This is an optimization exercise on Yosys and OpenROAD, whose aim is small area and a short achievable clock period, not a production implementation.
Function was checked by simulation only, so behaviour that the tests miss may differ from the original.
Power and IR drop assume default switching activity.

File: flow/design.v
package systolic_pkg;
    localparam int ARRAY_SIZE = 4;
    localparam int OPERAND_W  = 8;
    localparam int PRODUCT_W  = 16;
    localparam int NUM_DIGITS = 3;
    localparam int DIGIT_W = 4;
    localparam int WORD_W = DIGIT_W * NUM_DIGITS;
    localparam int MULT_LATENCY = 3;
    localparam int DONE_CYCLES = 3 * ARRAY_SIZE + MULT_LATENCY + 2;
endpackage
`timescale 1ns/1ps
module booth_recoder (
    input  logic                               clk,
    input  logic                               rst,
    input  logic [systolic_pkg::OPERAND_W-1:0] a,
    output logic [systolic_pkg::WORD_W-1:0]    digits
);
    localparam int OPERAND_W  = systolic_pkg::OPERAND_W;
    localparam int NUM_DIGITS = systolic_pkg::NUM_DIGITS;
    localparam int DIGIT_W    = systolic_pkg::DIGIT_W;
    logic [OPERAND_W+1:0]            scan;
    logic [systolic_pkg::WORD_W-1:0] digits_next;
    function automatic logic [3:0] encode(input logic [3:0] grp);
        logic [2:0] mag;
        logic       neg;
        neg = grp[3] & ~(&grp[2:0]);
        case (grp)
            4'b0000, 4'b1111: mag = 3'd0;
            4'b0001, 4'b0010, 4'b1101, 4'b1110: mag = 3'd1;
            4'b0011, 4'b0100, 4'b1011, 4'b1100: mag = 3'd2;
            4'b0101, 4'b0110, 4'b1001, 4'b1010: mag = 3'd3;
            default: mag = 3'd4;
        endcase
        encode = {mag, neg};
    endfunction
    assign scan = {a[OPERAND_W-1], a, 1'b0};
    always_comb begin
        for (int k = 0; k < NUM_DIGITS; k++) begin
            digits_next[DIGIT_W*k +: DIGIT_W] = encode(scan[3*k +: 4]);
        end
    end
    always_ff @(posedge clk or negedge rst) begin
        if (!rst) begin
            digits <= '0;
        end else begin
            digits <= digits_next;
        end
    end
endmodule
`timescale 1ns/1ps
module booth_multiplier (
    input  logic                               clk,
    input  logic                               rst,
    input  logic [systolic_pkg::WORD_W-1:0]    digits,
    input  logic [systolic_pkg::OPERAND_W-1:0] y,
    output logic [systolic_pkg::PRODUCT_W-1:0] product
);
    localparam int OPERAND_W  = systolic_pkg::OPERAND_W;
    localparam int PRODUCT_W  = systolic_pkg::PRODUCT_W;
    localparam int NUM_DIGITS = systolic_pkg::NUM_DIGITS;
    localparam int DIGIT_W    = systolic_pkg::DIGIT_W;
    logic [systolic_pkg::WORD_W-1:0] digits_q;
    logic [OPERAND_W-1:0]            y_q;
    logic [OPERAND_W+1:0]            y3_q;
    logic [OPERAND_W+1:0]            y3;
    logic [PRODUCT_W-1:0] y_ext;
    logic [PRODUCT_W-1:0] y3_ext;
    logic [PRODUCT_W-1:0] pp0, pp1, pp2;
    logic [PRODUCT_W-1:0] cs_sum;
    logic [PRODUCT_W-1:0] cs_maj;
    logic [PRODUCT_W-1:0] sum_q;
    logic [PRODUCT_W-1:0] carry_q;
    logic [PRODUCT_W-1:0] cpa_sum;
    logic [PRODUCT_W:0]   ripple;
    function automatic logic [15:0] select_multiple(
        input logic [3:0]  dg,
        input logic [15:0] y1,
        input logic [15:0] y3m
    );
        logic [15:0] mult;
        case (dg[3:1])
            3'd1:    mult = y1;
            3'd2:    mult = y1 << 1;
            3'd3:    mult = y3m;
            3'd4:    mult = y1 << 2;
            default: mult = '0;
        endcase
        select_multiple = dg[0] ? -mult : mult;
    endfunction
    assign y3 = {y[OPERAND_W-1], y, 1'b0} + {{2{y[OPERAND_W-1]}}, y};
    always_ff @(posedge clk or negedge rst) begin
        if (!rst) begin
            digits_q <= '0;
            y_q      <= '0;
            y3_q     <= '0;
        end else begin
            digits_q <= digits;
            y_q      <= y;
            y3_q     <= y3;
        end
    end
    assign y_ext  = {{(PRODUCT_W-OPERAND_W){y_q[OPERAND_W-1]}}, y_q};
    assign y3_ext = {{(PRODUCT_W-OPERAND_W-2){y3_q[OPERAND_W+1]}}, y3_q};
    assign pp0 = select_multiple(digits_q[0 +: DIGIT_W], y_ext, y3_ext);
    assign pp1 = select_multiple(digits_q[DIGIT_W +: DIGIT_W], y_ext, y3_ext) << 3;
    assign pp2 = select_multiple(digits_q[2*DIGIT_W +: DIGIT_W], y_ext, y3_ext) << 6;
    assign cs_sum = pp0 ^ pp1 ^ pp2;
    assign cs_maj = (pp0 & pp1) | (pp0 & pp2) | (pp1 & pp2);
    always_ff @(posedge clk or negedge rst) begin
        if (!rst) begin
            sum_q   <= '0;
            carry_q <= '0;
        end else begin
            sum_q   <= cs_sum;
            carry_q <= {cs_maj[PRODUCT_W-2:0], 1'b0};
        end
    end
    always_comb begin
        ripple[0] = 1'b0;
        for (int k = 0; k < PRODUCT_W; k++) begin
            cpa_sum[k]    = sum_q[k] ^ carry_q[k] ^ ripple[k];
            ripple[k + 1] = (sum_q[k] & carry_q[k]) | (ripple[k] & (sum_q[k] ^ carry_q[k]));
        end
    end
    always_ff @(posedge clk or negedge rst) begin
        if (!rst) begin
            product <= '0;
        end else begin
            product <= cpa_sum;
        end
    end
endmodule
`timescale 1ns/1ps
module mac_cell (
    input  logic                                 clk,
    input  logic                                 rst,
    input  logic [systolic_pkg::WORD_W-1:0]      digits_in,
    input  logic [systolic_pkg::OPERAND_W-1:0]   y_in,
    output logic [systolic_pkg::WORD_W-1:0]      digits_out,
    output logic [systolic_pkg::OPERAND_W-1:0]   y_out,
    output logic [systolic_pkg::PRODUCT_W-1:0]   acc
);
    logic [systolic_pkg::PRODUCT_W-1:0] product;
    booth_multiplier u_mult (
        .clk     (clk),
        .rst     (rst),
        .digits  (digits_in),
        .y       (y_in),
        .product (product)
    );
    always_ff @(posedge clk or negedge rst) begin
        if (!rst) begin
            digits_out <= '0;
            y_out      <= '0;
        end else begin
            digits_out <= digits_in;
            y_out      <= y_in;
        end
    end
    always_ff @(posedge clk or negedge rst) begin
        if (!rst) begin
            acc <= '0;
        end else begin
            acc <= acc + product;
        end
    end
endmodule
`timescale 1ns/1ps
module array_ctrl (
    input  logic clk,
    input  logic rst,
    output logic capture,
    output logic done
);
    localparam int DONE_CYCLES = systolic_pkg::DONE_CYCLES;
    logic [$clog2(DONE_CYCLES+1)-1:0] count;
    always_ff @(posedge clk or negedge rst) begin
        if (!rst) begin
            count <= '0;
        end else if (count != DONE_CYCLES) begin
            count <= count + 1'b1;
        end
    end
    assign capture = (count >= DONE_CYCLES - 1);
    assign done    = (count == DONE_CYCLES);
endmodule
`timescale 1ns/1ps
module systolic_array (
    input  logic           clk,
    input  logic           rst,
    input  logic [31:0]    a_lanes,
    input  logic [31:0]    b_lanes,
    output logic [255:0]   c,
    output logic           done
);
    localparam int N  = systolic_pkg::ARRAY_SIZE;
    localparam int DW = systolic_pkg::WORD_W;
    localparam int OW = systolic_pkg::OPERAND_W;
    localparam int PW = systolic_pkg::PRODUCT_W;
    logic [N*(N+1)*DW-1:0] digit_net;
    logic [(N+1)*N*OW-1:0] b_net;
    logic [N*OW-1:0]       b_edge;
    logic [N*N*PW-1:0]     acc_grid;
    logic                  capture;
    always_ff @(posedge clk or negedge rst) begin
        if (!rst) begin
            b_edge <= '0;
        end else begin
            b_edge <= b_lanes;
        end
    end
    for (genvar i = 0; i < N; i++) begin : g_row
        booth_recoder u_recoder (
            .clk    (clk),
            .rst    (rst),
            .a      (a_lanes[i*OW +: OW]),
            .digits (digit_net[(i*(N+1))*DW +: DW])
        );
        assign b_net[i*OW +: OW] = b_edge[i*OW +: OW];
        for (genvar j = 0; j < N; j++) begin : g_col
            mac_cell u_cell (
                .clk        (clk),
                .rst        (rst),
                .digits_in  (digit_net[(i*(N+1)+j)*DW +: DW]),
                .y_in       (b_net[(i*N+j)*OW +: OW]),
                .digits_out (digit_net[(i*(N+1)+j+1)*DW +: DW]),
                .y_out      (b_net[((i+1)*N+j)*OW +: OW]),
                .acc        (acc_grid[(i*N+j)*PW +: PW])
            );
        end
    end
    array_ctrl u_ctrl (
        .clk     (clk),
        .rst     (rst),
        .capture (capture),
        .done    (done)
    );
    always_ff @(posedge clk or negedge rst) begin
        if (!rst) begin
            c <= '0;
        end else if (capture) begin
            c <= acc_grid;
        end
    end
endmodule
File: flow/run.sh
#!/bin/bash
# synth_recipe.tcl (not shown) runs the flow's synth.tcl, then flattens the netlist and writes it again
# the make line also repeats each setting of config.mk as NAME=value (left out here)
make -C /OpenROAD-flow-scripts/flow DESIGN_CONFIG=/design/flow/config.mk WORK_HOME=/design/flow/orfs CLKGATE_MAP_FILE= SYNTH_SCRIPT=/design/flow/synth_recipe.tcl finish
File: flow/config.mk
export PLATFORM = sky130hd
export DESIGN_NAME = systolic_array
export DESIGN_NICKNAME = systolic_array
export VERILOG_FILES = /design/flow/design.v
export SDC_FILE = /design/flow/constraint.sdc
export NUM_CORES = 4
export LEC_CHECK = 0
export CAP_MARGIN = 20
export CORE_MARGIN = 2
export CORE_UTILIZATION = 40
export SLEW_MARGIN = 20
File: flow/constraint.sdc
create_clock -name core_clock -period 5.5 [get_ports {clk}]
set_input_delay 1.1000 -clock core_clock [delete_from_list [all_inputs] [get_ports {clk}]]
set_output_delay 1.1000 -clock core_clock [all_outputs]
set_load 0.01 [all_outputs]
==> run summary <==
==> critical path: stages (launching register included) <==
cell and delay [ns]:
dfrtp_1 0.37, ha_1 0.21, fa_1 0.38, fa_1 0.41
fa_1 0.40, fa_1 0.41, fa_1 0.41, fa_1 0.41
fa_1 0.40, fa_1 0.41, fa_1 0.42, fa_1 0.39
xnor2_1 0.14
==> layer usage <==
metal,track usage [%],vias up,share of wire [%]
met1,24.5,30400,46
met5,0,-,0.019
met3,2.50,343,3.9
met4,5.54,6,2.7
li1,-,28900,-
met2,29.1,1246,47
==> Yosys cell counts (110+ instances only) <==
| master | number | area, sq um |
|---|---|---|
| nand2_1 | 566 | 2120 |
| clkbuf_1 | 279 | 1050 |
| xnor2_1 | 499 | 4370 |
| nor2_1 | 330 | 1240 |
| mux2i_1 | 188 | 1880 |
| xor2_1 | 263 | 2300 |
| nor2b_1 | 206 | 1290 |
| nand2b_1 | 110 | 688 |
| nand3_1 | 141 | 706 |
| o21ai_0 | 501 | 2510 |
| inv_1 | 366 | 1370 |
| fa_1 | 336 | 6730 |
| a22oi_1 | 164 | 1230 |
| a21oi_1 | 330 | 1650 |
| ha_1 | 495 | 6190 |
| mux2_2 | 435 | 4900 |
| dfrtp_1 | 1729 | 43300 |
==> layout make-up <==
type | count | area (sq um) | share of cell area (%)
diodes | 3 | 7.51 | 0.00712
clock buffers | 248 | 5300 | 5.02
clock inverters | 89 | 1250 | 1.19
inverters | 366 | 1370 | 1.30
multi-input cells | 5706 | 46800 | 44.4
flip-flops and latches | 1729 | 43300 | 41.1
well taps | 3026 | 3790 | 3.59
repair buffers | 354 | 3630 | 3.44
==> flip-flops by register name, summed over array words and instances, names as in the netlist <==
| signal | count |
|---|---|
| b_edge | 32 |
| c | 256 |
| g_row.g_col.u_cell.acc | 256 |
| g_row.g_col.u_cell.digits_out | 110 |
| g_row.g_col.u_cell.u_mult.carry_q | 192 |
| g_row.g_col.u_cell.u_mult.digits_q | 66 |
| g_row.g_col.u_cell.u_mult.product | 256 |
| g_row.g_col.u_cell.u_mult.sum_q | 256 |
| g_row.g_col.u_cell.u_mult.y3_q | 128 |
| g_row.g_col.u_cell.u_mult.y_q | 32 |
| g_row.g_col.u_cell.y_out | 96 |
| g_row.u_recoder.digits | 44 |
| u_ctrl.count | 5 |
==> report_power, final <==
group / switching (uW) / total (uW) / internal [uW]
logic: 10600 / 21100 / 10600
registers: 3390 / 20800 / 17400
clock network: 5390 / 13100 / 7690
total: 19300 / 55000 / 35700
==> through the flow <==
| stage | total power, uW | util [%] | area [sq um] | hold WS [ns] | instances |
|---|---|---|---|---|---|
| after CTS | 55900 | 45.8 | 105000 | 0.100 | 11500 |
| after detailed placement | 42300 | 42.9 | 98800 | 0.335 | 11200 |
| after global placement | 41500 | 42.9 | 98800 | 0.332 | 11200 |
| after floorplan | 35100 | - | 92800 | 0.331 | 8160 |
| after global routing | 59500 | 45.8 | 105000 | 0.137 | 11500 |
| final | 55000 | 45.8 | 105000 | 0.157 | 11500 |
==> layout by cell type, fill, tap and decap left out, types with 28 or more instances in the layout <==
cell type        synthesis  final
a211oi_1                30     30
a21boi_0                29     29
a21o_1                 107    107
a21oi_1                330    330
a22o_1                  42     42
a22oi_1                164    164
and3_1                  38     38
clkbuf_1               279     28
clkbuf_16                0    192
clkbuf_8                 0     28
clkdlybuf4s50_1          0    321
clkinv_2                 0     31
dfrtp_1               1729   1728
fa_1                   336    336
ha_1                   495    495
inv_1                  366    366
mux2_2                 435    435
mux2i_1                188    188
nand2_1                566    566
nand2b_1               110    110
nand3_1                141    141
nand3b_1                68     68
nand4_1                 40     40
nor2_1                 330    330
nor2b_1                206    206
nor3_1                  58     58
nor4bb_1                37     37
o211ai_1                36     36
o21a_1                  56     56
o21ai_0                501    501
o21bai_1                53     53
o22a_1                  48     48
o22ai_1                 31     31
o31ai_1                 41     41
o41ai_1                 35     35
xnor2_1                499    499
xor2_1                 263    263
==> worst min path at each step <==
stage                                                                 endpoint
after detailed placement      g_row[0].g_col[0].u_cell.digits_out[1]$_DFF_PN0_
after CTS                                                    c[39]$_DFFE_PN0P_
final                                                        c[39]$_DFFE_PN0P_
after global routing                                         c[39]$_DFFE_PN0P_
after floorplan               g_row[0].g_col[0].u_cell.digits_out[0]$_DFF_PN0_
after global placement    g_row[2].g_col[2].u_cell.u_mult.product[1]$_DFF_PN0_
==> kinds of logic (layout without fill, tap and decap cells) <==
group,count (synthesis),count (layout),synth area share [%]
mux,627,627,7.36
fa+ha+maj,831,831,13.9
xor+xnor,774,774,7.48
other cells,0,3,0
buf+inv,725,1057,3.01
flops,1729,1729,46.6
compound gates,1716,1716,12.0
simple gates,1758,1758,9.60
==> impl_metrics.ini <==
[critical_path]
crit_path_end_kind = flop
cp_data_arrival_time_ns = 5.57
r2r_setup_slack_ns = 0.64
worstPathMaxFanout = 1
crit_start = g_row[0].g_col[3].u_cell.u_mult.sum_q[4]$_DFF_PN0_
start_kind = flop
timing.rr.end = g_row[0].g_col[3].u_cell.u_mult.product[15]$_DFF_PN0_
ff2ff_path_depth = 12
crit_type = reg2reg
r2r-start = g_row[0].g_col[3].u_cell.u_mult.sum_q[4]$_DFF_PN0_
crit_end = g_row[0].g_col[3].u_cell.u_mult.product[15]$_DFF_PN0_
crit_required_ns = 6.21

[drt]
wirelength_um = 208000
drc = 0
vias_per_cell = 5.29
antenna_left = 0
vias = 60900
drtIter0Drc = 3490
wl_per_cell_um = 18.1
first_pass_iters = 7

[floorplan]
core_sq_um = 230000
fp.dieW_um = 486
dieArea_sq_um = 236000
rows = 176
die_h_um = 486
io_pins = 323
start_util_pct = 40.3

[sta]
post-route-period-util_pct = 88.3
setup_ws_ns = 0.642
finalSetupViolations = 0
rsz0062_at_grt = false
skew_ns = 0.0696
hold_violations = 0
max_freq_mhz = 206
max-slew-margin-rel_pct = 26.8
min_period_ns = 4.86
tightest_slew_ns = 1.10
drv_slew = 0
finalSetupTns_ns = 0

[synth]
syn-num-nets = 9057
synth_seq_cells = 1729
async_flop_share_pct = 100
yosysWarningCount = 5
avgSynthCellArea_sq_um = 11.4
synth_edf_count = 0
mappedNetlistArea_sq_um = 92800
syn_inst = 8160
synth_ff_type = dfrtp_1
ys_types = 96
seq_area_frac_synth_pct = 46.6

[pwr]
ir_drop_mv = 0.300
cellPowerDensity_nw_per_um2 = 522
p_leak_uw = 0.0461

[place]
place_ws_ns = 0.713
port_buffers = 322
gp_congestion = 0.892
dp_hpwl_um = 156000

[status]
status = finished clean

[clocking]
numCtsBuffers = 189
ctsResizeCount = 0
root_buffer = clkbuf_16
cts_tree = yes
cts_setup_buffers = 0
cts_buffer_depth = 3
cts.clk_slew.worst_paths_ns = 0.06
clock_latency_ns = 0.86
cts.sinks = 1729
cts_max_level = 4
cts_hold_buf = 0

[hold_path]
worstHoldPathType = in2async

[cells_and_area]
fill_cells = 20800
final_nets = 9243
syn_to_final_growth_pct = 13.5
drive_gt1_share_pct = 9.82

[grt]
grt_pass1_wl_um = 342000
grt_max_degree = 166
grt_overflow = 0
grt_pass1_vias = 62900
antenna_found_initial = 6
grt_use_total_pct = 17.8

[flow_run]
maxCapViolCount = 0

## what the ideal ports hide
In the flow no input, the clock included, has a driving cell. The finished layout below was timed again as built, in two steps.
Step 1, drivers: a clkbuf_16 drives clk and a buf_2 each remaining input, both assumed.
Step 2 also shifts input and output timing later by t, the mid clock arrival at the registers, as if the neighbouring blocks saw the same clock.
Three values: no drivers, after step 1, after step 2; two values: the first two.
t, ns: 0.917
setup WS [ns]: 0.642 / 0.642 / 0.642
worst setup path at the end: register to register
latest minus earliest clock arrival (ns): 0.086 / 0.086
After both steps setup and hold are still met in this run. The setup slack of this run moves by 0.000 ns with the drivers and by 0.000 ns with both steps.
